From an optimization exercise on the open Yosys and OpenROAD flow, aimed at a short achievable clock period and few clock cycles; shortcuts taken in it are not production practice. RTL that was checked went through simulation tests only; none was proved equivalent to the original. The RTL of run 7 was laid out without a check of its function. Power and IR drop assume default switching activity.

$ cat flow/config.mk
export PLATFORM = sky130hd
export DESIGN_NAME = axiToAhbBridge
export DESIGN_NICKNAME = axiToAhbBridge
export VERILOG_FILES = /design/flow/design.v
export SDC_FILE = /design/flow/constraint.sdc
export NUM_CORES = 4
export LEC_CHECK = 0
export ABC_CLOCK_PERIOD_IN_PS = 2000
export CAP_MARGIN = 20
export CORE_MARGIN = 2
export CORE_UTILIZATION = 40
export SETUP_SLACK_MARGIN = 3.3
export SLEW_MARGIN = 20
$ cat flow/constraint.sdc
create_clock -name core_clock -period 5.5 [get_ports {ACLK}]
set_input_delay 1.1000 -clock core_clock [delete_from_list [all_inputs] [get_ports {ACLK}]]
set_output_delay 1.1000 -clock core_clock [all_outputs]
set_load 0.01 [all_outputs]
$ cat flow/design.v
`default_nettype none
package axiAhbPkg;
    localparam int AddrWidth    = 32;
    localparam int DataWidth    = 32;
    localparam int IdWidth      = 4;
    localparam int MaxBeats     = 16;
    localparam int BeatIdxWidth = 4;
    typedef enum logic [1:0]
    {
        OKAY   = 2'd0,
        SLVERR = 2'd2
    } axiResp_e;
    typedef enum logic [1:0]
    {
        IDLE   = 2'd0,
        NONSEQ = 2'd2
    } ahbTrans_e;
    typedef enum logic [2:0]
    {
        BYTE = 3'd0,
        HALF = 3'd1,
        WORD = 3'd2
    } axiSize_e;
    typedef struct packed
    {
        logic [IdWidth-1:0]      id;
        logic [AddrWidth-1:0]    addr;
        logic [BeatIdxWidth-1:0] len;
        axiSize_e                size;
    } burstReq_t;
    typedef struct packed
    {
        logic [DataWidth-1:0] data;
        logic                 err;
    } readBeat_t;
endpackage
`default_nettype wire
`timescale 1ns/1ps
`default_nettype none
import axiAhbPkg::*;
module axiToAhbBridge (
    input  wire                                 ACLK,
    input  wire                                 rst,
    input  wire                                 awValid,
    output logic                                awReady,
    input  wire [axiAhbPkg::IdWidth-1:0]        awId,
    input  wire [axiAhbPkg::AddrWidth-1:0]      awAddr,
    input  wire [axiAhbPkg::BeatIdxWidth-1:0]   awLen,
    input  wire axiAhbPkg::axiSize_e            awSize,
    input  wire                                 wValid,
    output logic                                wReady,
    input  wire [axiAhbPkg::DataWidth-1:0]      wData,
    input  wire                                 wLast,
    output logic                                bValid,
    input  wire                                 bReady,
    output logic [axiAhbPkg::IdWidth-1:0]       bId,
    output axiAhbPkg::axiResp_e                 bResp,
    input  wire                                 arValid,
    output logic                                arReady,
    input  wire [axiAhbPkg::IdWidth-1:0]        arId,
    input  wire [axiAhbPkg::AddrWidth-1:0]      arAddr,
    input  wire [axiAhbPkg::BeatIdxWidth-1:0]   arLen,
    input  wire axiAhbPkg::axiSize_e            arSize,
    output logic                                rValid,
    input  wire                                 rReady,
    output logic [axiAhbPkg::IdWidth-1:0]       rId,
    output logic [axiAhbPkg::DataWidth-1:0]     rData,
    output axiAhbPkg::axiResp_e                 rResp,
    output logic                                rLast,
    output logic [axiAhbPkg::AddrWidth-1:0]     hAddr,
    output logic                                hWrite,
    output logic [2:0]                          hSize,
    output axiAhbPkg::ahbTrans_e                hTrans,
    output logic [axiAhbPkg::DataWidth-1:0]     hWData,
    input  wire [axiAhbPkg::DataWidth-1:0]      hRData,
    input  wire                                 hReady,
    input  wire                                 hResp
);
    logic                 awReadyQ;   
    logic [IdWidth-1:0]   awIdQ;
    logic [AddrWidth-1:0] awAddrQ;
    logic [3:0]           awLenQ;
    logic [2:0]           awSizeQ;
    logic                 arReadyQ;
    logic [IdWidth-1:0]   arIdQ;
    logic [AddrWidth-1:0] arAddrQ;
    logic [3:0]           arLenQ;
    logic [2:0]           arSizeQ;
    logic [DataWidth-1:0] wBuf [2];
    logic                 wWr;
    logic                 wRd;
    logic                 wEmpty;
    logic                 wReadyQ;    
    logic                 bAct;
    logic                 hTransQ;
    logic                 hWriteQ;
    logic [AddrWidth-1:0] hAddrQ;
    logic [2:0]           hSizeQ;
    logic                 hLastQ;     
    logic [3:0]           curLeft;    
    logic [DataWidth-1:0] wdPend;     
    logic                 dpAct;
    logic                 dpWr;
    logic                 dpLast;
    logic [DataWidth-1:0] hWDataQ;
    logic                 wrBusy;     
    logic [IdWidth-1:0]   wrId;
    logic                 errAcc;
    logic                 bValidQ;
    logic                 bErrQ;
    logic                 rdBusy;     
    logic [IdWidth-1:0]   rdId;
    logic                 rValidQ;
    logic [DataWidth-1:0] rDataQ;
    logic                 rErrQ;
    logic                 rLastQ;
    logic [DataWidth+1:0] rBuf [4];
    logic [1:0]           rWr;
    logic [1:0]           rRd;
    logic [4:0]           rCnt;       
    assign awReady = awReadyQ;
    assign arReady = arReadyQ;
    assign wReady  = wReadyQ;
    assign hTrans  = hTransQ ? NONSEQ : IDLE;
    assign hWrite  = hWriteQ;
    assign hAddr   = hAddrQ;
    assign hSize   = hSizeQ;
    assign hWData  = hWDataQ;
    assign bValid  = bValidQ;
    assign bId     = wrId;
    assign bResp   = bErrQ ? SLVERR : OKAY;
    assign rValid  = rValidQ;
    assign rId     = rdId;
    assign rData   = rDataQ;
    assign rResp   = rErrQ ? SLVERR : OKAY;
    assign rLast   = rLastQ;
    logic                 awAvail;
    logic [IdWidth-1:0]   awIdS;
    logic [AddrWidth-1:0] awAddrS;
    logic [3:0]           awLenS;
    logic [2:0]           awSizeS;
    logic                 arAvail;
    logic [IdWidth-1:0]   arIdS;
    logic [AddrWidth-1:0] arAddrS;
    logic [3:0]           arLenS;
    logic [2:0]           arSizeS;
    assign awAvail = !awReadyQ || awValid;
    assign awIdS   = awReadyQ ? awId   : awIdQ;
    assign awAddrS = awReadyQ ? awAddr : awAddrQ;
    assign awLenS  = awReadyQ ? awLen  : awLenQ;
    assign awSizeS = awReadyQ ? awSize : awSizeQ;
    assign arAvail = !arReadyQ || arValid;
    assign arIdS   = arReadyQ ? arId   : arIdQ;
    assign arAddrS = arReadyQ ? arAddr : arAddrQ;
    assign arLenS  = arReadyQ ? arLen  : arLenQ;
    assign arSizeS = arReadyQ ? arSize : arSizeQ;
    logic                 wIn;
    logic                 wAvail;
    logic [DataWidth-1:0] wHead;
    assign wIn    = wValid && wReadyQ;
    assign wAvail = !wEmpty || wIn;
    assign wHead  = wEmpty ? wData : wBuf[wRd];
    logic credOK;
    assign credOK = rCnt[0] || rCnt[1];
    logic canUpd;
    logic endB;
    logic wrSel;
    logic startWr;
    logic startRd;
    logic pres;
    logic presWr;
    assign canUpd  = !hTransQ || hReady;
    assign endB    = hTransQ && hLastQ;
    assign wrSel   = awAvail && !wrBusy;
    assign startWr = canUpd && !bAct && wrSel;
    assign startRd = canUpd && !bAct && !wrSel && arAvail && !rdBusy;
    always_comb
    begin
        if (bAct)
            pres = !endB && (hWriteQ ? wAvail : credOK);
        else if (wrSel)
            pres = awAvail && wAvail;
        else
            pres = arAvail && !rdBusy;
    end
    assign presWr = canUpd && pres && (bAct ? hWriteQ : wrSel);
    logic rdDone;
    logic wrDoneBeat;
    assign rdDone     = dpAct && !dpWr && hReady;
    assign wrDoneBeat = dpAct && dpWr && hReady;
    logic rOutFree;
    logic rEmpty;
    logic rPop;
    logic rPush;
    assign rOutFree = !rValidQ || rReady;
    assign rEmpty   = rCnt[0];
    assign rPop     = rOutFree && !rEmpty;
    assign rPush    = rdDone && !(rOutFree && rEmpty);
    logic [11:0] sizeMask;    
    logic [11:0] onesBelow;   
    logic [11:0] carryIn;
    logic [11:0] addrInc;
    always_comb
    begin
        for (int i = 0; i < 12; i++)
        begin
            sizeMask[i]  = (i >= int'(hSizeQ));
            onesBelow[i] = hAddrQ[i] || !sizeMask[i];
        end
        carryIn[0] = sizeMask[0];
        for (int i = 1; i < 12; i++)
            carryIn[i] = sizeMask[i] && (&(onesBelow | ~((12'd1 << i) - 12'd1)));
        for (int i = 0; i < 12; i++)
            addrInc[i] = carryIn[i] ? !hAddrQ[i] : hAddrQ[i];
    end
    always_ff @(posedge ACLK)
    begin
        if (rst)
        begin
            awReadyQ <= 1'b1;
            arReadyQ <= 1'b1;
            wWr      <= 1'b0;
            wRd      <= 1'b0;
            wEmpty   <= 1'b1;
            wReadyQ  <= 1'b1;
            bAct     <= 1'b0;
            hTransQ  <= 1'b0;
            dpAct    <= 1'b0;
            wrBusy   <= 1'b0;
            bValidQ  <= 1'b0;
            rdBusy   <= 1'b0;
            rValidQ  <= 1'b0;
            rWr      <= 2'd0;
            rRd      <= 2'd0;
            rCnt     <= 5'b00001;
        end
        else
        begin
            awReadyQ <= awReadyQ ? (!awValid || startWr) : startWr;
            arReadyQ <= arReadyQ ? (!arValid || startRd) : startRd;
            if (wIn)
                wWr <= !wWr;
            if (presWr)
                wRd <= !wRd;
            if (wIn && !presWr)
            begin
                wEmpty  <= 1'b0;
                wReadyQ <= wEmpty;
            end
            else if (presWr && !wIn)
            begin
                wEmpty  <= wReadyQ;
                wReadyQ <= 1'b1;
            end
            if (canUpd)
            begin
                hTransQ <= pres;
                if (bAct)
                    bAct <= !endB;
                else
                    bAct <= startWr || startRd;
            end
            if (hReady)
                dpAct <= hTransQ;
            if (startWr)
                wrBusy <= 1'b1;
            else if (bValidQ && bReady)
                wrBusy <= 1'b0;
            if (wrDoneBeat && dpLast)
                bValidQ <= 1'b1;
            else if (bReady)
                bValidQ <= 1'b0;
            if (startRd)
                rdBusy <= 1'b1;
            else if (rValidQ && rReady && rLastQ)
                rdBusy <= 1'b0;
            if (rOutFree)
                rValidQ <= !rEmpty || rdDone;
            if (rPop)
                rRd <= rRd + 2'd1;
            if (rPush)
                rWr <= rWr + 2'd1;
            if (rPush && !rPop)
                rCnt <= {rCnt[3:0], 1'b0};
            else if (rPop && !rPush)
                rCnt <= {1'b0, rCnt[4:1]};
        end
    end
    always_ff @(posedge ACLK)
    begin
        if (awReadyQ)
        begin
            awIdQ   <= awId;
            awAddrQ <= awAddr;
            awLenQ  <= awLen;
            awSizeQ <= awSize;
        end
        if (arReadyQ)
        begin
            arIdQ   <= arId;
            arAddrQ <= arAddr;
            arLenQ  <= arLen;
            arSizeQ <= arSize;
        end
        if (wIn)
            wBuf[wWr] <= wData;
        if (canUpd)
        begin
            wdPend <= wHead;
            if (bAct)
            begin
                if (hTransQ)
                begin
                    hAddrQ[11:0] <= addrInc;
                    curLeft      <= curLeft - 4'd1;
                    hLastQ       <= (curLeft == 4'd1);
                end
            end
            else if (wrSel)
            begin
                hAddrQ  <= awAddrS;
                hWriteQ <= 1'b1;
                hSizeQ  <= awSizeS;
                curLeft <= awLenS;
                hLastQ  <= (awLenS == 4'd0);
            end
            else
            begin
                hAddrQ  <= arAddrS;
                hWriteQ <= 1'b0;
                hSizeQ  <= arSizeS;
                curLeft <= arLenS;
                hLastQ  <= (arLenS == 4'd0);
            end
        end
        if (startWr)
            wrId <= awIdS;
        if (startRd)
            rdId <= arIdS;
        if (hReady)
        begin
            dpWr    <= hWriteQ;
            dpLast  <= hLastQ;
            hWDataQ <= wdPend;
        end
        if (startWr)
            errAcc <= 1'b0;
        else if (wrDoneBeat)
            errAcc <= errAcc || hResp;
        if (wrDoneBeat && dpLast)
            bErrQ <= errAcc || hResp;
        if (rPush)
            rBuf[rWr] <= {hRData, hResp, dpLast};
        if (rOutFree)
        begin
            if (rEmpty)
                {rDataQ, rErrQ, rLastQ} <= {hRData, hResp, dpLast};
            else
                {rDataQ, rErrQ, rLastQ} <= rBuf[rRd];
        end
    end
endmodule
`default_nettype wire
$ cat flow/run.sh
#!/bin/bash
# synth_recipe.tcl (not shown) runs the flow's synth.tcl, then flattens the netlist and writes it again
# the make line also repeats each setting of config.mk as NAME=value (left out here)
make -C /OpenROAD-flow-scripts/flow DESIGN_CONFIG=/design/flow/config.mk WORK_HOME=/design/flow/orfs CLKGATE_MAP_FILE= SYNTH_SCRIPT=/design/flow/synth_recipe.tcl finish
==> results of run 1 <==
==> synth_stat cells (all sizes together), types with 2 or more instances <==
master	instances	share of area, %
or4b	2	0.14
a21oi	27	0.80
nand3b	2	0.086
mux4	34	4.4
nand2b	10	0.36
dfxtp	112	13
a311oi	3	0.19
a31oi	4	0.14
mux2	143	9.2
o21bai	2	0.086
nand2	49	1.1
nor2	26	0.57
nor2b	5	0.22
and2	5	0.18
inv	12	0.26
nor3	6	0.17
and3	3	0.11
o21ai	45	1.3
clkbuf	18	0.39
mux2i	63	3.6
buf	38	1.4
edfxtp	350	60
xor2	6	0.30
ha	8	0.57
or3	2	0.079
o22ai	3	0.11
nand3	4	0.11
a211oi	4	0.17
==> metal layers <==
layer,global-route usage (%),up-vias
met2,26.49,253
met1,20.87,4707
met4,5.546,4
met3,6.192,55
li1,-,4506
met5,0,-
==> how the worst min path moves through the flow <==
stage | start | endpoint | cells past startpoint
2_1_floorplan | wdPend[0] | hWDataQ[0] | 0
3_3_place_gp | wdPend[26] | hWDataQ[26] | 0
3_5_place_dp | wdPend[22] | hWDataQ[22] | 0
4_1_cts | wdPend[26] | hWDataQ[26] | 0
5_1_grt | wdPend[8] | hWDataQ[8] | 0
6_report | wdPend[3] | hWDataQ[3] | 0
==> flip-flops by register name (all words and copies together), names as in the netlist, 32 cells and up, named ones only <==
name and flops:
awAddrQ 32, rDataQ 32, rBuf 136, wdPend 32
hAddrQ 32, wBuf 64, arAddrQ 32, hWDataQ 32
==> report_power, final <==
part / switching (mW) / internal (mW) / total (mW)
logic: 0.616 / 0.641 / 1.26
clock network: 1.32 / 1.87 / 3.19
registers: 0.163 / 4.20 / 4.36
total: 2.10 / 6.71 / 8.81
==> stage by stage <==
step	area [um2]	cells	power (mW)	hold WS (ns)	worst slack [ns]
finish	22380	1958	8.807	0.4169	3.218
global route	22380	1957	9.226	0.4229	3.173
CTS	22280	1952	8.927	0.4176	3.073
detailed placement	20810	1819	5.721	0.4045	1.968
global placement	20810	1819	5.697	0.4003	1.939
floorplan	17590	1006	5.120	0.4003	2.960
==> cell families after synthesis <==
kind of cell | synth area share [%]
AO/OA/AOI/OAI | 3.235
flip-flops | 73.11
multiplexers | 17.24
buffers and inverters | 2.073
AND/OR/NAND/NOR | 3.393
XOR/XNOR | 0.3515
adder cells (fa/ha/maj) | 0.5739
other | 0.02150
==> cell type report <==
class                   instances  area [um2]  area share, %
flip-flops and latches        462       12780          57.11
inverters                      12       53.80         0.2404
clock inverters                18       198.9         0.8890
clock buffers                  74        1371          6.128
multi-input cells             483        4534          20.26
repair buffers                323        2705          12.09
well taps                     585       732.0          3.271
diodes                          1       2.502        0.01118
==> timing repair <==
action                     in CTS  in global routing
setup endpoints to repair     353                247
gates cloned                    8                  0
hold endpoints to repair        0                  0
gates resized for setup       511                 19
hold buffers                    0                  0
pin swaps                       7                  2
buffers inserted               33                  5
==> results.py, run 1 <==
metrics = {
    "synth": {
        "synth_edf_count": 350,
        "synth_area_um2": 17440,
        "ys.flop_type": "edfxtp_1",
        "syn_avg_cell_area_um2": 17.37,
        "ys_warn_count": 1,
        "synthCells": 1004,
        "ys_types": 56,
        "ys_seq_area_share_pct": 73.11,
        "ys_seq_elements": 462,
        "synth-async-reset-ratio_pct": 0,
    },
    "worst_setup_path": {
        "worst-endpoint-arrival_ns": 1.18,
        "reg2regPathDepth": 6,
        "critPathMaxFanout": 2,
        "max_stage_delay_ns": 0.44,
        "cp.buffers_inverters": 1,
        "worst_setup_path_end_kind": "primary output",
        "cp-startpoint": "hAddrQ[4]",
        "cp.required_ns": 4.40,
        "crit_end": "hAddr[4]",
        "path_class": "reg -> out",
        "path_depth": 1,
        "crit_path_start_kind": "flop",
        "cp_slowest_cell": "edfxtp_1",
        "r2r_slack_ns": 3.41,
        "rr_endpoint": "rdId[3]",
        "timing.rr.start": "awReadyQ",
        "crit_chain": "buf_6",
        "cpLargestDelayFamily": "flip-flops",
    },
    "pwr": {
        "leakage_nw": 8.056,
        "p_per_area_nw_per_um2": 393.5,
        "ir_drop_uv": 262.2,
    },
    "floorplanning": {
        "start_util_pct": 40.49,
        "die_h_um": 212.8,
        "fp.coreArea_um2": 43080,
        "pin_count": 280,
        "num_rows": 76,
        "dieWidth_um": 212.8,
        "die-area_um2": 45290,
    },
    "route": {
        "antenna_left": 0,
        "vias_per_cell": 4.865,
        "wl_um": 37160,
        "dr.pass1.iters": 4,
        "wl_met1_um": 15600,
        "wl_met2_um": 17570,
        "dr_wl_met3_um": 3148,
        "drc": 0,
        "vias": 9525,
        "wl_per_cell_um": 18.98,
        "top_layer_used": "met5",
        "drt_iter0_drc": 450,
    },
    "placed_design": {
        "io_buffers": 275,
        "gp_congestion": 0.7174,
        "hpwl_um": 22450,
    },
    "clock_tree": {
        "cts_root_buf": "clkbuf_16",
        "htree_levels": 2,
        "cts_buffers": 49,
        "numClockSinks": 462,
        "path_clk_slew_ns": 0.06,
        "clock_latency_ns": 0.59,
        "cts_tree": "done",
        "clockBufferDepth": 3,
    },
    "min_path": {
        "holdCritPathClass": "reg -> reg",
    },
    "finish": {
        "fillerInstances": 3627,
        "drive_gt1_share_pct": 33.89,
        "fin_nets": 1499,
        "area_delta_synth_final_pct": 28.30,
        "final_common_cell": "edfxtp_1",
        "layout_common_cells": "edfxtp_1, clkdlybuf4s50_1, mux2_2, dfxtp_1, buf_2",
        "post-route-util_pct": 51.95,
    },
    "sta": {
        "setup_violations": 0,
        "fin_crit_ns": 2.282,
        "finalMaxSlewViolations": 0,
        "worstMarginPinSlew_ns": 0.9857,
        "max_freq_mhz": 438.2,
        "rsz0062_at_grt": "yes",
        "tns_ns": 0,
        "fin_skew_ns": 0.02669,
        "finalHoldViolCount": 0,
        "fin_crit_sh_pct": 41.49,
        "relSlewSlack_pct": 34.29,
    },
    "job": {
        "maxCapViolations": 0,
    },
    "global_routing": {
        "grt_pass1_wl_um": 56660,
        "antenna_found_initial": 3,
        "overflow": 0,
        "grt_pass1_vias": 9876,
        "grt_max_degree": 70,
        "grt_util_all_layers_pct": 16.59,
    },
    "run_status": {
        "outcome": "no timing/DRC/antenna violations",
    },
}
Testbench counts, summed over its fixed seeds: cycles 21,232.
==> run 2, diff against run 1 <==
--- a/flow/config.mk
+++ b/flow/config.mk
@@ -8,6 +8,6 @@
 export ABC_CLOCK_PERIOD_IN_PS = 2000
 export CAP_MARGIN = 20
 export CORE_MARGIN = 2
-export CORE_UTILIZATION = 40
+export CORE_UTILIZATION = 55
 export SETUP_SLACK_MARGIN = 3.3
 export SLEW_MARGIN = 20
==> results.py, run 2 <==
metrics = {
    "finish": {
        "fillerInstances": 2094,
        "area_delta_synth_final_pct": 28.39,
        "largest_reg_flops": 136,
        "layout_common_cells": "edfxtp_1, clkdlybuf4s50_1, mux2_2, buf_2, dfxtp_1",
        "fin_nets": 1520,
        "top_regs": "rBuf: 136 flops, wBuf: 64 flops",
        "regMostFlops": "rBuf",
        "drive_gt1_share_pct": 35.09,
        "final_common_cell": "edfxtp_1",
    },
    "sta": {
        "max_freq_mhz": 449.5,
        "tns_ns": 0,
        "fin_skew_ns": 0.01566,
        "worstMarginPinSlew_ns": 1.146,
        "fin_crit_ns": 2.225,
        "finalMaxSlewViolations": 0,
        "timing.final.ws_setup_ns": 3.275,
        "relSlewSlack_pct": 23.57,
        "setup_violations": 0,
        "rsz0062_at_grt": "yes",
        "fin_crit_sh_pct": 40.45,
        "finalHoldViolCount": 0,
    },
    "worst_setup_path": {
        "timing.rr.start": "awReadyQ",
        "critPathMaxFanout": 3,
        "cp.required_ns": 4.40,
        "worst_setup_path_end_kind": "primary output",
        "path_class": "reg -> out",
        "crit_path_start_kind": "flop",
        "max_stage_delay_ns": 0.36,
        "reg2regPathDepth": 3,
        "worst-endpoint-arrival_ns": 1.12,
        "cp_slowest_cell": "dfxtp_4",
        "rr_endpoint": "wrId[3]",
        "crit_chain": "buf_12, buf_6",
        "r2r_slack_ns": 3.34,
    },
    "min_path": {
        "holdCritPathClass": "reg -> reg",
        "hold_end": "hWDataQ[17]",
        "holdCritStartpoint": "wdPend[17]",
        "holdPathStages": 0,
    },
    "route": {
        "drc": 0,
        "vias": 9637,
        "drt_iter0_drc": 654,
        "wl_per_cell_um": 20.27,
        "antenna_left": 0,
        "wl_um": 36310,
        "vias_per_cell": 5.381,
        "dr.pass1.iters": 5,
    },
    "synth": {
        "yosys.area.top_type": "edfxtp_1",
        "ys_seq_elements": 462,
        "ys.flop_type": "edfxtp_1",
        "synthTopCellsByCount": "edfxtp_1, mux2_2, dfxtp_1",
        "synth_area_um2": 17440,
        "synth_most_common_cell": "edfxtp_1",
        "synth_area_leaders": "edfxtp_1, dfxtp_1, mux2_2, mux4_2, mux2i_1",
        "synth_edf_count": 350,
        "ys_warn_count": 1,
        "ys_types": 56,
        "synthCells": 1004,
        "synth_top_cell_area_share_pct": 60.26,
        "ys_seq_area_share_pct": 73.11,
        "syn_avg_cell_area_um2": 17.37,
        "synth-async-reset-ratio_pct": 0,
    },
    "pwr": {
        "ir_drop_uv": 315.4,
        "p_per_area_nw_per_um2": 384.5,
        "leakage_nw": 8.165,
        "power_mw": 8.610,
    },
    "floorplanning": {
        "die_h_um": 182.1,
        "pin_count": 280,
        "dieWidth_um": 182.1,
        "fp.coreArea_um2": 31390,
        "start_util_pct": 55.56,
        "die-area_um2": 33150,
        "num_rows": 65,
    },
    "clock_tree": {
        "numClockSinks": 462,
        "path_clk_slew_ns": 0.06,
        "htree_levels": 2,
        "clockBufferDepth": 3,
        "cts_root_buf": "clkbuf_16",
        "clock_latency_ns": 0.53,
        "cts_tree": "done",
        "cts_buffers": 45,
    },
    "run_status": {
        "outcome": "no timing/DRC/antenna violations",
    },
    "global_routing": {
        "grt_pass1_wl_um": 54840,
        "grt_util_all_layers_pct": 21.58,
        "overflow": 0,
        "grt_max_degree": 47,
        "grt_pass1_vias": 9694,
        "antenna_found_initial": 4,
    },
    "placed_design": {
        "gp_congestion": 0.7386,
        "dpl_worst_slack_ns": 2.096,
        "io_buffers": 275,
        "hpwl_um": 21150,
    },
    "job": {
        "maxCapViolations": 0,
    },
}
## run 2: cell counts after synthesis
No cell type changed its count.
## run 2: logic make-up after synthesis
group / count (synthesis) / share of synthesized area (%)
AO/OA/AOI/OAI: 97 / 3.235
XOR/XNOR: 7 / 0.3515
adder cells (fa/ha/maj): 8 / 0.5739
buffers and inverters: 68 / 2.073
flip-flops: 462 / 73.11
multiplexers: 240 / 17.24
other: 1 / 0.02150
AND/OR/NAND/NOR: 121 / 3.393
## run 2: worst max path at each step
stage	slack, ns	to	cells after the start	from
CTS	3.04	wdPend[14]	3	hReady
finish	3.28	awReady	2	awReadyQ
global route	3.24	hWrite	1	hWriteQ
floorplan	2.96	wReadyQ	6	hReady
global placement	2.12	hSizeQ[2]	5	awValid
detailed placement	2.10	hAddrQ[17]	5	awValid
## run 2: timing repair
item,in CTS,in global routing
setup buffers,53,10
gates cloned,7,3
pin swaps,8,3
hold buffers,0,0
setup endpoints to repair,411,141
gates resized for setup,498,26
## run 2: metrics by stage
stage	util, %	instances	hold slack, ns	cell area, um2
final	71.34	1791	0.4162	22390
after CTS	70.71	1777	0.4195	22200
after floorplan	-	1006	0.4003	17590
after global routing	71.33	1790	0.4251	22390
after detailed placement	65.50	1634	0.4054	20560
after global placement	65.50	1634	0.4025	20560
## run 2: routing by layer
metal / wire, um / GRT usage, %
met1: 14620 / 27.51
met2: 17870 / 36.02
met3: 3075 / 7.344
met4: 712 / 5.032
met5: 39 / 0
## run 2: final cells by class
class	count	area, um2	share of cell area [%]
inverter	12	56.30	0.2514
multi-input combinational	483	4521	20.19
clock buffer	64	1290	5.760
clock inverter	19	165.2	0.7375
timing repair buffer	347	3064	13.68
antenna	1	2.502	0.01117
sequential	462	12780	57.09
tap	402	503.0	2.246
timing repair inverter	1	7.507	0.03352
## run 2: power breakdown
part	leakage (nW)	switching [mW]	internal, mW
Combinational	3.17	0.587	0.637
Sequential	4.28	0.189	4.19
Clock	0.718	1.23	1.77
Total	8.17	2.01	6.60
## run 2: critical path, delay by kind of cell, from the launching register on
| family | cells | cell delay (ns) |
|---|---|---|
| flip-flops | 1 | 0.36 |
| buffers and inverters | 2 | 0.23 |
==> run 3, diff against run 2 <==
--- a/flow/config.mk
+++ b/flow/config.mk
@@ -9,5 +9,5 @@
 export CAP_MARGIN = 20
 export CORE_MARGIN = 2
 export CORE_UTILIZATION = 55
-export SETUP_SLACK_MARGIN = 3.3
+export SETUP_SLACK_MARGIN = 3.45
 export SLEW_MARGIN = 20
==> results.py, run 3 <==
metrics = {
    "synth": {
        "ys.flop_type": "edfxtp_1",
        "yosys.area.top_type": "edfxtp_1",
        "ys_warn_count": 1,
        "ys_seq_area_share_pct": 73.11,
        "ys_types": 56,
        "synthCells": 1004,
        "synth_top_cell_area_share_pct": 60.26,
        "synthTopCellsByCount": "edfxtp_1, mux2_2, dfxtp_1",
        "syn_avg_cell_area_um2": 17.37,
        "synth_edf_count": 350,
        "synth_area_um2": 17440,
        "synth-async-reset-ratio_pct": 0,
        "synth_area_leaders": "edfxtp_1, dfxtp_1, mux2_2, mux4_2, mux2i_1",
        "ys_seq_elements": 462,
        "synth_most_common_cell": "edfxtp_1",
    },
    "sta": {
        "finalMaxSlewViolations": 0,
        "setup_violations": 0,
        "hold_ws_ns": 0.4012,
        "worstMarginPinSlew_ns": 0.9507,
        "tns_ns": 0,
        "fin_skew_ns": 0.01394,
        "fin_crit_sh_pct": 40.72,
        "finalHoldViolCount": 0,
        "rsz0062_at_grt": "yes",
        "fin_crit_ns": 2.240,
        "relSlewSlack_pct": 36.62,
        "max_freq_mhz": 446.5,
    },
    "worst_setup_path": {
        "critPathMaxFanout": 7,
        "cp_slowest_cell": "dfxtp_4",
        "crit_chain": "buf_12, clkbuf_2",
        "worst-endpoint-arrival_ns": 1.14,
        "cp.required_ns": 4.40,
        "reg2regPathDepth": 7,
        "r2r_slack_ns": 3.53,
        "max_stage_delay_ns": 0.35,
        "worst_setup_path_end_kind": "primary output",
        "crit_path_start_kind": "flop",
        "path_class": "reg -> out",
    },
    "placed_design": {
        "io_buffers": 275,
        "hpwl_um": 20880,
        "gp_congestion": 0.7430,
    },
    "pwr": {
        "p_seq_share_pct": 50.1,
        "leakage_nw": 8.455,
        "p_int_mw": 6.602,
        "p_per_area_nw_per_um2": 381.2,
        "combPwrFrac_pct": 16.1,
        "ir_drop_uv": 304.0,
        "clockPowerShare_pct": 33.7,
        "p_sw_mw": 2.088,
        "switching_share_pct": 24.03,
        "power_mw": 8.690,
    },
    "finish": {
        "fin_nets": 1539,
        "area_delta_synth_final_pct": 30.72,
        "regMostFlops": "rBuf",
        "top_regs": "rBuf: 136 flops, wBuf: 64 flops",
        "final_common_cell": "edfxtp_1",
        "largest_reg_flops": 136,
        "layout_common_cells": "edfxtp_1, clkdlybuf4s50_1, mux2_2, dfxtp_1, buf_2",
        "drive_gt1_share_pct": 36.03,
        "post-route-util_pct": 72.63,
        "fillerInstances": 2087,
    },
    "floorplanning": {
        "die-area_um2": 33150,
        "fp.coreArea_um2": 31390,
        "num_rows": 65,
        "dieWidth_um": 182.1,
        "die_h_um": 182.1,
        "start_util_pct": 55.56,
        "pin_count": 280,
    },
    "job": {
        "maxCapViolations": 0,
    },
    "global_routing": {
        "antenna_found_initial": 7,
        "grt_util_all_layers_pct": 22.89,
        "overflow": 0,
        "grt_pass1_vias": 10086,
        "grt_max_degree": 69,
        "grt_pass1_wl_um": 57710,
    },
    "route": {
        "drt_iter0_drc": 621,
        "vias_per_cell": 5.356,
        "vias": 9716,
        "antenna_left": 0,
        "dr.pass1.iters": 5,
        "drc": 0,
        "wl_um": 37870,
        "wl_per_cell_um": 20.88,
    },
    "clock_tree": {
        "cts_tree": "done",
        "cts_buffers": 47,
        "path_clk_slew_ns": 0.07,
        "clockBufferDepth": 3,
        "cts_root_buf": "clkbuf_16",
        "numClockSinks": 462,
        "htree_levels": 2,
        "clock_latency_ns": 0.54,
    },
    "run_status": {
        "outcome": "no timing/DRC/antenna violations",
    },
    "min_path": {
        "holdPathStages": 0,
        "holdCritPathClass": "reg -> reg",
    },
}
-- run 3: changes by cell type in the layout (fill, tap and decap cells not counted), sizes merged --
cell,change
clkdlybuf4s50,-1
diode,+4
buf,+14
clkbuf,-3
and2,+1
clkinv,+3
nor2,+1
bufinv,-2
bufbuf,+6
-- run 3: final timing paths --
path	to	startpoint
worst max-delay path	awReady	awReadyQ
worst min-delay path	hWDataQ[3]	wdPend[3]
worst min register to register	hWDataQ[3]	wdPend[3]
worst max register to register	rCnt[1]	rCnt[0]
-- run 3: area by class of cell --
| type | instances | area (um2) | share of cell area [%] |
|---|---|---|---|
| flip-flops and latches | 462 | 12780 | 56.06 |
| multi-input cells | 485 | 4674 | 20.50 |
| repair buffers | 362 | 3357 | 14.72 |
| clock buffers | 65 | 1274 | 5.587 |
| well taps | 402 | 503.0 | 2.206 |
| clock inverters | 20 | 132.6 | 0.5817 |
| inverters | 12 | 56.30 | 0.2470 |
| diodes | 5 | 12.51 | 0.05488 |
| repair inverters | 1 | 7.507 | 0.03293 |
-- run 3: cells by family (layout without fill, tap and decap cells) --
logic type                 count (synthesis)  count (layout)  share of synthesized area (%)
muxes                                    240             240                          17.24
xor gates and xnor gates                   7               7                         0.3515
AOI/OAI and AO/OA                         97              97                          3.235
other                                      1               8                        0.02150
buffers and inverters                     68             460                          2.073
and+or+nand+nor                          121             130                          3.393
DFF                                      462             462                          73.11
adders and majority gates                  8               8                         0.5739
-- run 3: layer usage --
metal / vias up / wire length, um / global-route usage [%]
met5: - / 24 / 0
met3: 64 / 3056 / 7.484
met4: 4 / 845 / 5.935
li1: 4602 / - / -
met1: 4765 / 15200 / 28.72
met2: 281 / 18740 / 38.67
-- run 3: worst max-delay path, delay by kind of cell (launching register included) --
family / cells / cell delay [ns]
buffers and inverters: 2 / 0.25
DFF: 1 / 0.35
-- run 3: power by group through the flow --
stage	combinational [mW]	clock, mW	sequential [mW]
floorplan	0.716	0	4.44
global placement	1.26	0	4.44
detailed placement	1.28	0	4.46
CTS	1.35	2.99	4.36
global route	1.52	3.12	4.39
finish	1.40	2.93	4.36
-- run 3: through the flow --
step                setup WS (ns)  instance area, um2  std cells
floorplan                   2.960               17710       1006
global placement            1.953               20670       1635
detailed placement          1.970               20670       1635
CTS                         2.996               22540       1793
global route                3.221               22800       1813
finish                      3.260               22800       1814
-- run 3: what timing repair did --
item / in CTS / in global routing
endpoints found under the setup margin: 436 / 203
gates resized for setup: 532 / 32
buffers inserted: 55 / 14
pin swaps: 11 / 6
cloned: 18 / 1
hold buffers: 0 / 0
==> run 4, diff against run 3 <==
--- a/flow/config.mk
+++ b/flow/config.mk
@@ -8,6 +8,7 @@
 export ABC_CLOCK_PERIOD_IN_PS = 2000
 export CAP_MARGIN = 20
 export CORE_MARGIN = 2
-export CORE_UTILIZATION = 55
-export SETUP_SLACK_MARGIN = 3.45
+export CORE_UTILIZATION = 60
+export PLACE_DENSITY = 0.75
+export SETUP_SLACK_MARGIN = 3.3
 export SLEW_MARGIN = 20
==> results.py, run 4 <==
metrics = {
    "sta": {
        "fin_crit_ns": 2.244,
        "hold_ws_ns": 0.4186,
        "rsz0062_at_grt": "yes",
        "finalMaxSlewViolations": 0,
        "worstMarginPinSlew_ns": 1.114,
        "setup_violations": 0,
        "finalHoldViolCount": 0,
        "fin_skew_ns": 0.02028,
        "fin_crit_sh_pct": 40.80,
        "max_freq_mhz": 445.7,
        "relSlewSlack_pct": 25.70,
        "tns_ns": 0,
    },
    "synth": {
        "ys.flop_type": "edfxtp_1",
        "synth_xor_area_share_pct": 0.3515,
        "synthTopCellsByCount": "edfxtp_1, mux2_2, dfxtp_1",
        "muxShareOfSynthArea_pct": 17.24,
        "synth-simple-area-share_pct": 3.393,
        "synthCells": 1004,
        "synth_area_um2": 17440,
        "ys_seq_elements": 462,
        "synth_top_cell_area_share_pct": 60.26,
        "yosys.area.top_type": "edfxtp_1",
        "syn_avg_cell_area_um2": 17.37,
        "synth_most_common_cell": "edfxtp_1",
        "synth_top_family_by_area": "multiplexers",
        "ys_warn_count": 1,
        "synthAdderAreaFrac_pct": 0.5739,
        "synth_area_leaders": "edfxtp_1, dfxtp_1, mux2_2, mux4_2, mux2i_1",
        "ys_seq_area_share_pct": 73.11,
        "ys_types": 56,
        "synth-async-reset-ratio_pct": 0,
        "synth_compound_area_share_pct": 3.235,
        "synth_edf_count": 350,
    },
    "worst_setup_path": {
        "crit_path_start_kind": "flop",
        "crit_chain": "buf_6",
        "worst_setup_path_end_kind": "primary output",
        "cp.required_ns": 4.40,
        "cp.buffers_inverters": 1,
        "max_stage_delay_ns": 0.44,
        "critPathMaxFanout": 2,
        "worst-endpoint-arrival_ns": 1.14,
        "cp_slowest_cell": "edfxtp_1",
        "cpLargestDelayFamily": "flip-flops",
        "path_class": "reg -> out",
    },
    "finish": {
        "layout_common_cells": "edfxtp_1, clkdlybuf4s50_1, mux2_2, dfxtp_1, buf_2",
        "final_cell_count_no_fill": 1762,
        "area_delta_synth_final_pct": 27.27,
        "largest_reg_flops": 136,
        "fin_nets": 1507,
        "regMostFlops": "rBuf",
        "final_common_cell": "edfxtp_1",
        "drive_gt1_share_pct": 34.11,
        "top_regs": "rBuf: 136 flops, wBuf: 64 flops",
    },
    "route": {
        "antenna_left": 0,
        "dr.pass1.iters": 5,
        "vias": 9750,
        "wl_um": 36890,
        "vias_per_cell": 5.533,
        "drc": 0,
        "drt_iter0_drc": 729,
        "wl_per_cell_um": 20.94,
    },
    "clock_tree": {
        "clock_latency_ns": 0.55,
        "htree_levels": 2,
        "holdBufCountCts": 0,
        "clockBufferDepth": 3,
        "numClockSinks": 462,
        "cts_tree": "done",
        "cts_root_buf": "clkbuf_16",
        "cts_buffers": 46,
        "path_clk_slew_ns": 0.06,
    },
    "placed_design": {
        "dp_cells": 1618,
        "gp_congestion": 0.7389,
        "hpwl_um": 21440,
        "io_buffers": 275,
    },
    "global_routing": {
        "grt_max_degree": 69,
        "antenna_found_initial": 4,
        "grt_util_all_layers_pct": 24.45,
        "grt_pass1_wl_um": 57080,
        "grt_pass1_vias": 10266,
        "overflow": 0,
    },
    "run_status": {
        "outcome": "no timing/DRC/antenna violations",
    },
    "floorplanning": {
        "fp.coreArea_um2": 28630,
        "dieWidth_um": 174.5,
        "start_util_pct": 60.93,
        "die-area_um2": 30450,
        "pin_count": 280,
        "die_h_um": 174.5,
        "num_rows": 62,
    },
    "pwr": {
        "leakage_nw": 8.107,
        "p_per_area_nw_per_um2": 389.3,
        "ir_drop_uv": 318.3,
    },
    "job": {
        "maxCapViolations": 0,
    },
    "min_path": {
        "holdCritPathClass": "reg -> reg",
    },
}
run 4: power by group:
| group | internal, mW | switching, mW | total, mW |
|---|---|---|---|
| Clock | 1.71 | 1.24 | 2.96 |
| Combinational | 0.677 | 0.645 | 1.32 |
| Sequential | 4.20 | 0.167 | 4.36 |
run 4: layer usage:
layer | routed length (um) | global-route usage (%) | share of wire (%)
met3 | 3105 | 8.202 | 8.4
met4 | 833 | 6.806 | 2.3
met2 | 18470 | 42.01 | 50
met1 | 14450 | 29.69 | 39
met5 | 26 | 0 | 0.070
run 4: worst paths after layout:
kind	end	from	slack (ns)	cells after the start
hold reg to reg	hWDataQ[3]	wdPend[3]	0.42	0
hold / removal	hWDataQ[3]	wdPend[3]	0.42	0
setup reg to reg	rdId[3]	awReadyQ	3.36	7
setup / recovery	hSize[1]	hSizeQ[1]	3.26	1
run 4: timing repair:
item                                    CTS  global route
endpoints found under the setup margin  383           133
gates cloned                             11             0
pin swaps                                 7             1
gates resized for setup                 510            26
setup buffers                            38             8
run 4: metrics by stage:
| step | instance area (um2) | power, mW | util (%) | worst slack (ns) |
|---|---|---|---|---|
| finish | 22200 | 8.641 | 77.55 | 3.256 |
| global route | 22190 | 8.968 | 77.53 | 3.231 |
| CTS | 22030 | 8.656 | 76.98 | 3.112 |
| detailed placement | 20550 | 5.710 | 71.78 | 2.076 |
| global placement | 20550 | 5.670 | 71.78 | 2.076 |
| floorplan | 17590 | 5.120 | - | 2.960 |
run 4: logic make-up after synthesis:
kind of cell	after synthesis
flip-flops	462
XOR/XNOR	7
buffers and inverters	68
other	1
AO/OA/AOI/OAI	97
adder cells (fa/ha/maj)	8
multiplexers	240
AND/OR/NAND/NOR	121
run 4: final cells by class:
cell class / count / area (um2)
Sequential cell: 462 / 12780
Fill cell: 1688 / 6427
Multi-Input combinational cell: 482 / 4529
Timing Repair Buffer: 334 / 2900
Clock buffer: 66 / 1319
Tap cell: 384 / 480.5
Clock inverter: 18 / 120.1
Inverter: 12 / 53.80
Timing Repair inverter: 1 / 7.507
Antenna cell: 3 / 7.507
==> run 5, diff against run 4 <==
--- a/flow/config.mk
+++ b/flow/config.mk
@@ -8,7 +8,8 @@
 export ABC_CLOCK_PERIOD_IN_PS = 2000
 export CAP_MARGIN = 20
 export CORE_MARGIN = 2
-export CORE_UTILIZATION = 60
-export PLACE_DENSITY = 0.75
+export CORE_UTILIZATION = 40
+export CTS_CLUSTER_DIAMETER = 150
+export CTS_CLUSTER_SIZE = 30
 export SETUP_SLACK_MARGIN = 3.3
 export SLEW_MARGIN = 20
==> results.py, run 5 <==
metrics = {
    "global_routing": {
        "overflow": 0,
        "grt_pass1_vias": 9605,
        "grt_max_degree": 70,
        "grt_util_all_layers_pct": 16.26,
        "antenna_found_initial": 3,
        "grt_pass1_wl_um": 55990,
    },
    "floorplanning": {
        "num_rows": 76,
        "start_util_pct": 40.49,
        "fp.coreArea_um2": 43080,
        "dieWidth_um": 212.8,
        "die_h_um": 212.8,
        "die-area_um2": 45290,
        "pin_count": 280,
    },
    "route": {
        "drc": 0,
        "wl_um": 37040,
        "dr.pass1.iters": 4,
        "drt_iter0_drc": 518,
        "vias_per_cell": 4.875,
        "wl_per_cell_um": 19.34,
        "antenna_left": 0,
        "vias": 9336,
    },
    "placed_design": {
        "io_buffers": 275,
        "dpl_cell_area_um2": 20810,
        "gp_congestion": 0.7174,
        "dpl_worst_slack_ns": 1.968,
        "hpwl_um": 22450,
    },
    "clock_tree": {
        "numClockSinks": 462,
        "holdBufCountCts": 0,
        "path_clk_slew_ns": 0.11,
        "cts_root_buf": "clkbuf_16",
        "cts_buffers": 19,
        "cts_tree": "done",
        "clockBufferDepth": 3,
        "htree_levels": 1,
        "clock_latency_ns": 0.56,
    },
    "worst_setup_path": {
        "cp.buffers_inverters": 1,
        "cpLargestDelayFamily": "flip-flops",
        "path_depth": 1,
        "worst_setup_path_end_kind": "primary output",
        "cp.required_ns": 4.40,
        "timing.rr.start": "awReadyQ",
        "path_class": "reg -> out",
        "r2r_slack_ns": 3.41,
        "crit_chain": "buf_6",
        "max_stage_delay_ns": 0.46,
        "reg2regPathDepth": 6,
        "crit_path_start_kind": "flop",
        "worst-endpoint-arrival_ns": 1.17,
        "rr_endpoint": "rdId[2]",
        "cp_slowest_cell": "edfxtp_1",
        "critPathMaxFanout": 2,
    },
    "sta": {
        "fin_crit_ns": 2.265,
        "relSlewSlack_pct": 33.19,
        "timing.final.ws_setup_ns": 3.235,
        "tns_ns": 0,
        "finalMaxSlewViolations": 0,
        "worstMarginPinSlew_ns": 1.002,
        "fin_crit_sh_pct": 41.18,
        "hold_ws_ns": 0.4085,
        "rsz0062_at_grt": "yes",
        "setup_violations": 0,
        "fin_skew_ns": 0.03177,
        "max_freq_mhz": 441.5,
        "finalHoldViolCount": 0,
    },
    "min_path": {
        "hold_end": "hWDataQ[27]",
        "holdCritPathClass": "reg -> reg",
        "holdPathStages": 0,
        "holdCritStartpoint": "wdPend[27]",
    },
    "job": {
        "maxCapViolations": 0,
    },
    "finish": {
        "area_delta_synth_final_pct": 24.02,
        "layout_common_cells": "edfxtp_1, clkdlybuf4s50_1, mux2_2, dfxtp_1, buf_2",
        "fin_nets": 1485,
        "top_regs": "rBuf: 136 flops, wBuf: 64 flops",
        "fillerInstances": 3663,
        "drive_gt1_share_pct": 32.81,
        "finalInstanceArea_um2": 21630,
        "largest_reg_flops": 136,
        "regMostFlops": "rBuf",
        "final_common_cell": "edfxtp_1",
    },
    "synth": {
        "synth_edf_count": 350,
        "synth_most_common_cell": "edfxtp_1",
        "ys_warn_count": 1,
        "synthTopCellsByCount": "edfxtp_1, mux2_2, dfxtp_1",
        "ys_seq_elements": 462,
        "ys.flop_type": "edfxtp_1",
        "syn_avg_cell_area_um2": 17.37,
        "synth_area_leaders": "edfxtp_1, dfxtp_1, mux2_2, mux4_2, mux2i_1",
        "yosys.area.top_type": "edfxtp_1",
        "ys_types": 56,
        "synthCells": 1004,
        "synth_area_um2": 17440,
        "synth_top_cell_area_share_pct": 60.26,
        "ys_seq_area_share_pct": 73.11,
        "synth-async-reset-ratio_pct": 0,
    },
    "pwr": {
        "ir_drop_uv": 250.9,
        "leakage_nw": 7.670,
        "power_mw": 7.338,
        "p_per_area_nw_per_um2": 339.2,
    },
    "run_status": {
        "outcome": "no timing/DRC/antenna violations",
    },
}
[run 5: changes by cell type in the layout (fill, tap and decap cells not counted), sizes merged]
cell,change
buf,+8
bufbuf,-3
bufinv,-1
clkbuf,-34
clkdlybuf4s15,-1
clkdlybuf4s50,+1
clkinv,-15
clkinvlp,-1
diode,-2
dlymetal6s2s,-1
nor2,+1
[run 5: report_power, final]
group	total, mW	internal, mW	switching [mW]
Clock	1.71	0.675	1.04
Sequential	4.35	4.19	0.162
Combinational	1.28	0.655	0.623
[run 5: logic make-up (layout without fill, tap and decap cells)]
family,after synthesis,count (layout),synth area share [%]
flops,462,462,73.11
fa+ha+maj,8,8,0.5739
xor+xnor,7,7,0.3515
mux,240,240,17.24
compound gates,97,97,3.235
other cells,1,4,0.02150
simple gates,121,128,3.393
buf+inv,68,384,2.073
[run 5: worst max path at each step]
stage / endpoint / slack [ns] / from
finish: hAddr[4] / 3.23 / hAddrQ[4]
global route: rLast / 3.18 / rLastQ
CTS: hSize[1] / 3.08 / hSizeQ[1]
detailed placement: hAddrQ[28] / 1.97 / awValid
global placement: hAddrQ[26] / 1.94 / awValid
floorplan: wReadyQ / 2.96 / hReady
[run 5: layout make-up]
cell class / instances / area [um2] / share of cell area, %
diodes: 1 / 2.502 / 0.01157
inverters: 12 / 53.80 / 0.2487
multi-input cells: 483 / 4548 / 21.03
clock buffers: 31 / 520.5 / 2.406
flip-flops and latches: 462 / 12780 / 59.08
well taps: 585 / 732.0 / 3.384
repair buffers: 339 / 2965 / 13.71
clock inverters: 2 / 28.78 / 0.1330
[run 5: metal layers]
layer | share of wire [%] | global-route usage [%] | wire (um)
met2 | 48 | 27.05 | 17880
met3 | 7.8 | 5.118 | 2906
met1 | 42 | 20.81 | 15520
met4 | 1.9 | 3.810 | 700
met5 | 0.068 | 0 | 25
[run 5: per-stage QoR]
step / util [%] / std cells
finish: 50.21 / 1915
global route: 50.21 / 1914
CTS: 49.92 / 1907
detailed placement: 48.30 / 1819
global placement: 48.30 / 1819
floorplan: - / 1006
[run 5: what timing repair did]
| item | CTS | global route |
|---|---|---|
| setup buffers | 47 | 7 |
| gates cloned | 8 | 0 |
| pin swaps | 8 | 3 |
| gates resized for setup | 509 | 22 |
| setup endpoints to repair | 355 | 151 |
==> run 6, diff against run 5 <==
==> flow/flow/run.sh (new file) <==
#!/bin/bash
# The standard layout, with repair allowed to resize cells across footprints.
set -euo pipefail
cd "$(dirname "$0")/.."
bash standard.sh MATCH_CELL_FOOTPRINT=0 finish > flow_make.log 2>&1
==> flow/standard.sh (new file) <==
#!/bin/bash
# synth_recipe.tcl (not shown) runs the flow's synth.tcl, then flattens the netlist and writes it again
# the make line also repeats each setting of config.mk as NAME=value (left out here)
make -C /OpenROAD-flow-scripts/flow DESIGN_CONFIG=/design/flow/config.mk WORK_HOME=/design/flow/orfs CLKGATE_MAP_FILE= SYNTH_SCRIPT=/design/flow/synth_recipe.tcl "${@:-finish}"
--- a/flow/config.mk
+++ b/flow/config.mk
@@ -8,8 +8,6 @@
 export ABC_CLOCK_PERIOD_IN_PS = 2000
 export CAP_MARGIN = 20
 export CORE_MARGIN = 2
-export CORE_UTILIZATION = 40
-export CTS_CLUSTER_DIAMETER = 150
-export CTS_CLUSTER_SIZE = 30
+export CORE_UTILIZATION = 55
 export SETUP_SLACK_MARGIN = 3.3
 export SLEW_MARGIN = 20
removed: flow/run.sh
==> results.py, run 6 <==
metrics = {
    "run_status": {
        "outcome": "no timing/DRC/antenna violations",
    },
    "worst_setup_path": {
        "cp.buffers_inverters": 1,
        "timing.rr.start": "rCnt[0]",
        "worst-endpoint-arrival_ns": 1.14,
        "cpLargestDelayFamily": "flip-flops",
        "crit_chain": "buf_6",
        "cp.required_ns": 4.40,
        "cp-startpoint": "hAddrQ[8]",
        "path_class": "reg -> out",
        "worst_setup_path_end_kind": "primary output",
        "crit_path_start_kind": "flop",
        "cp_slowest_cell": "edfxtp_1",
        "critPathMaxFanout": 4,
        "max_stage_delay_ns": 0.45,
    },
    "finish": {
        "final_common_cell": "edfxtp_1",
        "drive_gt1_share_pct": 32.22,
        "top_regs": "rBuf: 136 flops, wBuf: 64 flops",
        "fin_nets": 1505,
        "largest_reg_flops": 136,
        "regMostFlops": "rBuf",
        "final_cell_count_no_fill": 1778,
        "area_delta_synth_final_pct": 27.62,
        "layout_common_cells": "edfxtp_1, clkdlybuf4s50_1, mux2_2, dfxtp_1, clkbuf_2",
        "fillerInstances": 2100,
    },
    "synth": {
        "syn_avg_cell_area_um2": 17.37,
        "ys.flop_type": "edfxtp_1",
        "ys_seq_area_share_pct": 73.11,
        "ys_types": 56,
        "synth_area_leaders": "edfxtp_1, dfxtp_1, mux2_2, mux4_2, mux2i_1",
        "yosys.area.top_type": "edfxtp_1",
        "synth_area_um2": 17440,
        "synth_edf_count": 350,
        "ys_warn_count": 1,
        "synth_top_cell_area_share_pct": 60.26,
        "synthTopCellsByCount": "edfxtp_1, mux2_2, dfxtp_1",
        "synth-async-reset-ratio_pct": 0,
        "synth_most_common_cell": "edfxtp_1",
        "synthCells": 1004,
        "ys_seq_elements": 462,
    },
    "global_routing": {
        "grt_util_all_layers_pct": 21.84,
        "grt_pass1_vias": 9795,
        "overflow": 0,
        "antenna_found_initial": 6,
        "grt_pass1_wl_um": 55580,
        "grt_max_degree": 69,
    },
    "min_path": {
        "holdCritStartpoint": "wdPend[25]",
        "holdCritPathClass": "reg -> reg",
    },
    "clock_tree": {
        "cts_tree": "done",
        "cts_buffers": 47,
        "clockBufferDepth": 3,
        "clock_latency_ns": 0.54,
        "path_clk_slew_ns": 0.06,
        "numClockSinks": 462,
        "htree_levels": 2,
        "holdBufCountCts": 0,
        "cts_root_buf": "clkbuf_16",
    },
    "floorplanning": {
        "num_rows": 65,
        "die-area_um2": 33150,
        "start_util_pct": 55.56,
        "pin_count": 280,
        "die_h_um": 182.1,
        "dieWidth_um": 182.1,
        "fp.coreArea_um2": 31390,
    },
    "sta": {
        "finalMaxSlewViolations": 0,
        "rsz0062_at_grt": "yes",
        "max_freq_mhz": 447.3,
        "worstMarginPinSlew_ns": 1.084,
        "fin_crit_sh_pct": 40.65,
        "tns_ns": 0,
        "finalHoldViolCount": 0,
        "relSlewSlack_pct": 27.75,
        "setup_violations": 0,
        "fin_crit_ns": 2.236,
        "fin_skew_ns": 0.01732,
    },
    "route": {
        "wl_per_cell_um": 20.45,
        "drc": 0,
        "antenna_left": 0,
        "drt_iter0_drc": 722,
        "vias_per_cell": 5.389,
        "wl_um": 36370,
        "dr.pass1.iters": 5,
        "vias": 9582,
    },
    "placed_design": {
        "hpwl_um": 20990,
        "dp_cells": 1634,
        "io_buffers": 275,
        "gp_congestion": 0.7409,
    },
    "job": {
        "maxCapViolations": 0,
    },
    "pwr": {
        "leakage_nw": 8.255,
        "ir_drop_uv": 302.8,
        "p_per_area_nw_per_um2": 386.0,
    },
}
[run 6: cell counts after synthesis]
No cell type changed its count.
[run 6: final timing paths]
kind                 endpoint  slack (ns)  depth (start not counted)
setup reg to reg      rCnt[1]        3.45                          7
hold reg to reg   hWDataQ[25]        0.41                          0
setup / recovery     hAddr[8]        3.26                          1
hold / removal    hWDataQ[25]        0.41                          0
[run 6: per-stage QoR]
stage	setup slack (ns)	total power [mW]	hold WS, ns	cell area [um2]	util [%]
after floorplan	2.960	5.119	0.4003	17580	-
after global placement	2.085	5.675	0.4011	20560	65.50
after global routing	3.211	8.952	0.4184	22260	70.90
after detailed placement	2.066	5.703	0.4045	20560	65.50
final	3.264	8.592	0.4125	22260	70.90
after CTS	3.027	8.665	0.4123	22320	71.09
[run 6: cell families after synthesis]
logic type               share of synthesized area, %
AO/OA/AOI/OAI                                   3.235
XOR/XNOR                                       0.3515
adder cells (fa/ha/maj)                        0.5739
buffers and inverters                           2.073
flip-flops                                      73.11
multiplexers                                    17.24
other                                         0.02150
AND/OR/NAND/NOR                                 3.393
[run 6: per-layer routing]
metal / global-route usage [%] / wire, um / vias up
li1: - / - / 4515
met1: 27.34 / 14770 / 4698
met2: 36.00 / 17440 / 297
met3: 7.583 / 3085 / 64
met4: 6.935 / 1019 / 8
met5: 0 / 54 / -
[run 6: timing repair]
item                                    CTS  global route
buffers inserted                         35             8
endpoints found under the setup margin  362           259
resized for setup                       216            65
pin swaps                                 9             2
gates cloned                             11             2
[run 6: final cells by class]
cell class | count | area [um2] | area share [%]
antenna | 1 | 2.502 | 0.01124
timing repair buffer | 330 | 2964 | 13.32
clock inverter | 16 | 97.59 | 0.4384
multi-input combinational | 483 | 4528 | 20.34
tap | 402 | 503.0 | 2.260
inverter | 12 | 53.80 | 0.2417
clock buffer | 71 | 1329 | 5.970
sequential | 462 | 12770 | 57.39
timing repair inverter | 1 | 7.507 | 0.03373
[run 6: report_power, final]
group / total (mW) / switching, mW / internal, mW
clock: 2.95 / 1.24 / 1.71
sequential: 4.37 / 0.172 / 4.20
combinational: 1.28 / 0.618 / 0.660
==> run 7, diff against run 6 <==
--- a/flow/design.v
+++ b/flow/design.v
@@ -196,23 +196,8 @@
     assign rEmpty   = rCnt[0];
     assign rPop     = rOutFree && !rEmpty;
     assign rPush    = rdDone && !(rOutFree && rEmpty);
-    logic [11:0] sizeMask;    
-    logic [11:0] onesBelow;   
-    logic [11:0] carryIn;
     logic [11:0] addrInc;
-    always_comb
-    begin
-        for (int i = 0; i < 12; i++)
-        begin
-            sizeMask[i]  = (i >= int'(hSizeQ));
-            onesBelow[i] = hAddrQ[i] || !sizeMask[i];
-        end
-        carryIn[0] = sizeMask[0];
-        for (int i = 1; i < 12; i++)
-            carryIn[i] = sizeMask[i] && (&(onesBelow | ~((12'd1 << i) - 12'd1)));
-        for (int i = 0; i < 12; i++)
-            addrInc[i] = carryIn[i] ? !hAddrQ[i] : hAddrQ[i];
-    end
+    assign addrInc = hAddrQ[11:0] + (12'd1 << hSizeQ);
     always_ff @(posedge ACLK)
     begin
         if (rst)
==> flow/run.sh (new file) <==
#!/bin/bash
# synth_recipe.tcl (not shown) runs the flow's synth.tcl, then flattens the netlist and writes it again
# the make line also repeats each setting of config.mk as NAME=value (left out here)
make -C /OpenROAD-flow-scripts/flow DESIGN_CONFIG=/design/flow/config.mk WORK_HOME=/design/flow/orfs CLKGATE_MAP_FILE= SYNTH_SCRIPT=/design/flow/synth_recipe.tcl finish
--- a/flow/config.mk
+++ b/flow/config.mk
@@ -8,6 +8,6 @@
 export ABC_CLOCK_PERIOD_IN_PS = 2000
 export CAP_MARGIN = 20
 export CORE_MARGIN = 2
-export CORE_UTILIZATION = 55
+export CORE_UTILIZATION = 40
 export SETUP_SLACK_MARGIN = 3.3
 export SLEW_MARGIN = 20
removed: flow/flow/run.sh
removed: flow/standard.sh
==> results.py, run 7 <==
metrics = {
    "floorplanning": {
        "die-area_um2": 45750,
        "start_util_pct": 40.73,
        "num_rows": 76,
        "dieWidth_um": 213.9,
        "pin_count": 280,
        "fp.coreArea_um2": 43270,
        "die_h_um": 213.9,
    },
    "finish": {
        "regMostFlops": "rBuf",
        "layout_common_cells": "edfxtp_1, clkdlybuf4s50_1, mux2_2, dfxtp_1, buf_2",
        "top_regs": "rBuf: 136 flops, wBuf: 64 flops",
        "drive_gt1_share_pct": 35.47,
        "final_cell_count_no_fill": 2040,
        "final_common_cell": "edfxtp_1",
        "fillerInstances": 3606,
        "fin_nets": 1587,
        "area_delta_synth_final_pct": 32.45,
        "largest_reg_flops": 136,
        "post-route-util_pct": 53.95,
    },
    "placed_design": {
        "gp_congestion": 0.7663,
        "hpwl_um": 23560,
        "dpl_worst_slack_ns": 1.989,
        "dp_cells": 1851,
        "io_buffers": 275,
    },
    "pwr": {
        "ir_drop_uv": 263.2,
        "combPwrFrac_pct": 18.4,
        "p_per_area_nw_per_um2": 394.2,
        "p_sw_mw": 2.306,
        "clockPowerShare_pct": 34.3,
        "switching_share_pct": 25.06,
        "p_seq_share_pct": 47.3,
        "power_mw": 9.202,
        "p_int_mw": 6.896,
        "leakage_nw": 8.641,
    },
    "synth": {
        "synthCells": 1032,
        "synthTopCellsByCount": "edfxtp_1, mux2_2, dfxtp_1",
        "synth_top_cell_area_share_pct": 59.64,
        "ys.flop_type": "edfxtp_1",
        "synth_area_leaders": "edfxtp_1, dfxtp_1, mux2_2, mux2i_1, mux4_2",
        "synth_area_um2": 17620,
        "synth-async-reset-ratio_pct": 0,
        "ys_seq_area_share_pct": 72.36,
        "yosys.area.top_type": "edfxtp_1",
        "ys_warn_count": 1,
        "synth_edf_count": 350,
        "ys_types": 55,
        "ys_seq_elements": 462,
        "syn_avg_cell_area_um2": 17.08,
        "synth_most_common_cell": "edfxtp_1",
    },
    "clock_tree": {
        "numClockSinks": 462,
        "clock_latency_ns": 0.57,
        "cts_tree": "done",
        "clockBufferDepth": 3,
        "cts_root_buf": "clkbuf_16",
        "holdBufCountCts": 0,
        "cts_buffers": 51,
        "htree_levels": 2,
        "path_clk_slew_ns": 0.06,
    },
    "route": {
        "vias": 10113,
        "drc": 0,
        "wl_per_cell_um": 20.81,
        "wl_um": 42460,
        "drt_iter0_drc": 576,
        "dr.pass1.iters": 7,
        "vias_per_cell": 4.957,
        "antenna_left": 0,
    },
    "global_routing": {
        "grt_pass1_wl_um": 63250,
        "antenna_found_initial": 5,
        "grt_max_degree": 69,
        "grt_util_all_layers_pct": 18.12,
        "grt_pass1_vias": 10301,
        "overflow": 0,
    },
    "worst_setup_path": {
        "cp.required_ns": 4.40,
        "crit_path_start_kind": "flop",
        "critPathMaxFanout": 2,
        "cp_slowest_cell": "edfxtp_1",
        "crit_chain": "buf_4, buf_6",
        "worst-endpoint-arrival_ns": 1.28,
        "reg2regPathDepth": 10,
        "max_stage_delay_ns": 0.43,
        "worst_setup_path_end_kind": "primary output",
        "path_class": "reg -> out",
    },
    "sta": {
        "finalMaxSlewViolations": 0,
        "setup_violations": 0,
        "worstMarginPinSlew_ns": 0.9930,
        "max_freq_mhz": 420.5,
        "timing.final.ws_setup_ns": 3.122,
        "fin_crit_sh_pct": 43.23,
        "fin_skew_ns": 0.01373,
        "finalHoldViolCount": 0,
        "relSlewSlack_pct": 33.69,
        "rsz0062_at_grt": "yes",
        "fin_crit_ns": 2.378,
        "tns_ns": 0,
    },
    "min_path": {
        "holdCritPathClass": "reg -> reg",
        "holdPathStages": 0,
    },
    "job": {
        "maxCapViolations": 0,
    },
    "run_status": {
        "outcome": "no timing/DRC/antenna violations",
    },
}
## run 7: final cells by class
class | instances | area [um2] | area share, %
repair buffers | 367 | 3337 | 14.30
multi-input cells | 509 | 4841 | 20.74
diodes | 3 | 7.507 | 0.03216
flip-flops and latches | 462 | 12780 | 54.75
inverters | 17 | 76.32 | 0.3270
clock buffers | 68 | 1403 | 6.009
repair inverters | 2 | 15.01 | 0.06433
well taps | 585 | 732.0 | 3.136
clock inverters | 27 | 151.4 | 0.6486
## run 7: worst max-delay path: cells and delay by family (launching register included)
family / cells / cell delay, ns
buffers and inverters: 2 / 0.28
flip-flops: 1 / 0.43
## run 7: per-layer routing
layer  GRT usage [%]  vias up  routed length (um)
li1                -     4709                   -
met3           6.191       71                3337
met2           28.85      285               20330
met4           6.270        4                 997
met5               0        -                  25
met1           23.14     5044               17780
## run 7: what timing repair did
| action | 4_1_cts | 5_1_grt |
|---|---|---|
| gates cloned | 15 | 2 |
| resized for setup | 527 | 51 |
| buffers inserted | 46 | 28 |
| setup endpoints to repair | 401 | 126 |
| pin swaps | 19 | 19 |
## run 7: power groups by stage
stage	combinational (mW)	sequential [mW]	clock [mW]
after floorplan	0.772	4.47	0
after global placement	1.45	4.44	0
after detailed placement	1.47	4.45	0
after CTS	1.57	4.36	3.25
after global routing	1.83	4.39	3.38
final	1.69	4.36	3.16
## run 7: path summary, 6_finish.rpt
kind         startpoint           to  slack (ns)
max           hSizeQ[1]     hSize[1]        3.12
min          wdPend[19]  hWDataQ[19]        0.42
max reg2reg   hSizeQ[1]   hAddrQ[10]        3.14
min reg2reg  wdPend[19]  hWDataQ[19]        0.42
## run 7: per-stage QoR
stage / hold slack (ns) / cell area, um2
final: 0.4164 / 23340
after global routing: 0.4195 / 23340
after CTS: 0.4173 / 22880
after detailed placement: 0.4056 / 21030
after global placement: 0.4028 / 21000
after floorplan: 0.4003 / 17780
## run 7: kinds of logic (layout without fill, tap and decap cells)
kind of cell | Yosys count | count (layout) | synth area share (%)
flops | 462 | 462 | 72.36
mux | 233 | 233 | 16.89
simple gates | 140 | 147 | 3.656
buf+inv | 70 | 481 | 2.045
fa+ha+maj | 17 | 17 | 1.250
xor+xnor | 13 | 13 | 0.6461
other cells | 1 | 6 | 0.02128
compound gates | 96 | 96 | 3.131

==> afterwards: timing with drivers on the ports <==
The results above use ideal ports. As a check the final layouts listed here were re-extracted and re-timed, cells and wires unchanged. Step 1 assumes that a clkbuf_16 drives the clock port and a buf_2 every other input. Step 2 moves the port delays by t, midway between the first and last clock arrival at a register: inputs arrive t later, outputs are due t later. That takes back most of the time a late clock gives input paths. a / b / c = ideal / step 1 / step 2; a / b = the first two.
run | t (ns) | setup WS [ns] | worst setup path after step 2 | latest minus earliest clock arrival (ns)
run 1 | 0.627 | 3.218 / 3.168 / 2.743 | input to register | 0.028 / 0.027
run 2 | 0.583 | 3.275 / 3.221 / 2.731 | input to register | 0.021 / 0.021
run 3 | 0.584 | 3.260 / 3.211 / 2.782 | input to register | 0.017 / 0.016
run 4 | 0.591 | 3.256 / 3.205 / 2.724 | input to register | 0.022 / 0.021
run 5 | 0.595 | 3.235 / 3.185 / 2.747 | input to register | 0.039 / 0.039
run 6 | 0.580 | 3.264 / 3.216 / 2.709 | input to register | 0.018 / 0.018
run 7 | 0.619 | 3.122 / 3.069 / 2.754 | input to register | 0.015 / 0.015
After both steps every run listed still meets setup and hold. For run 6, which loses most, drivers alone change the setup slack by -0.048 ns; drivers and shift together by -0.555 ns.
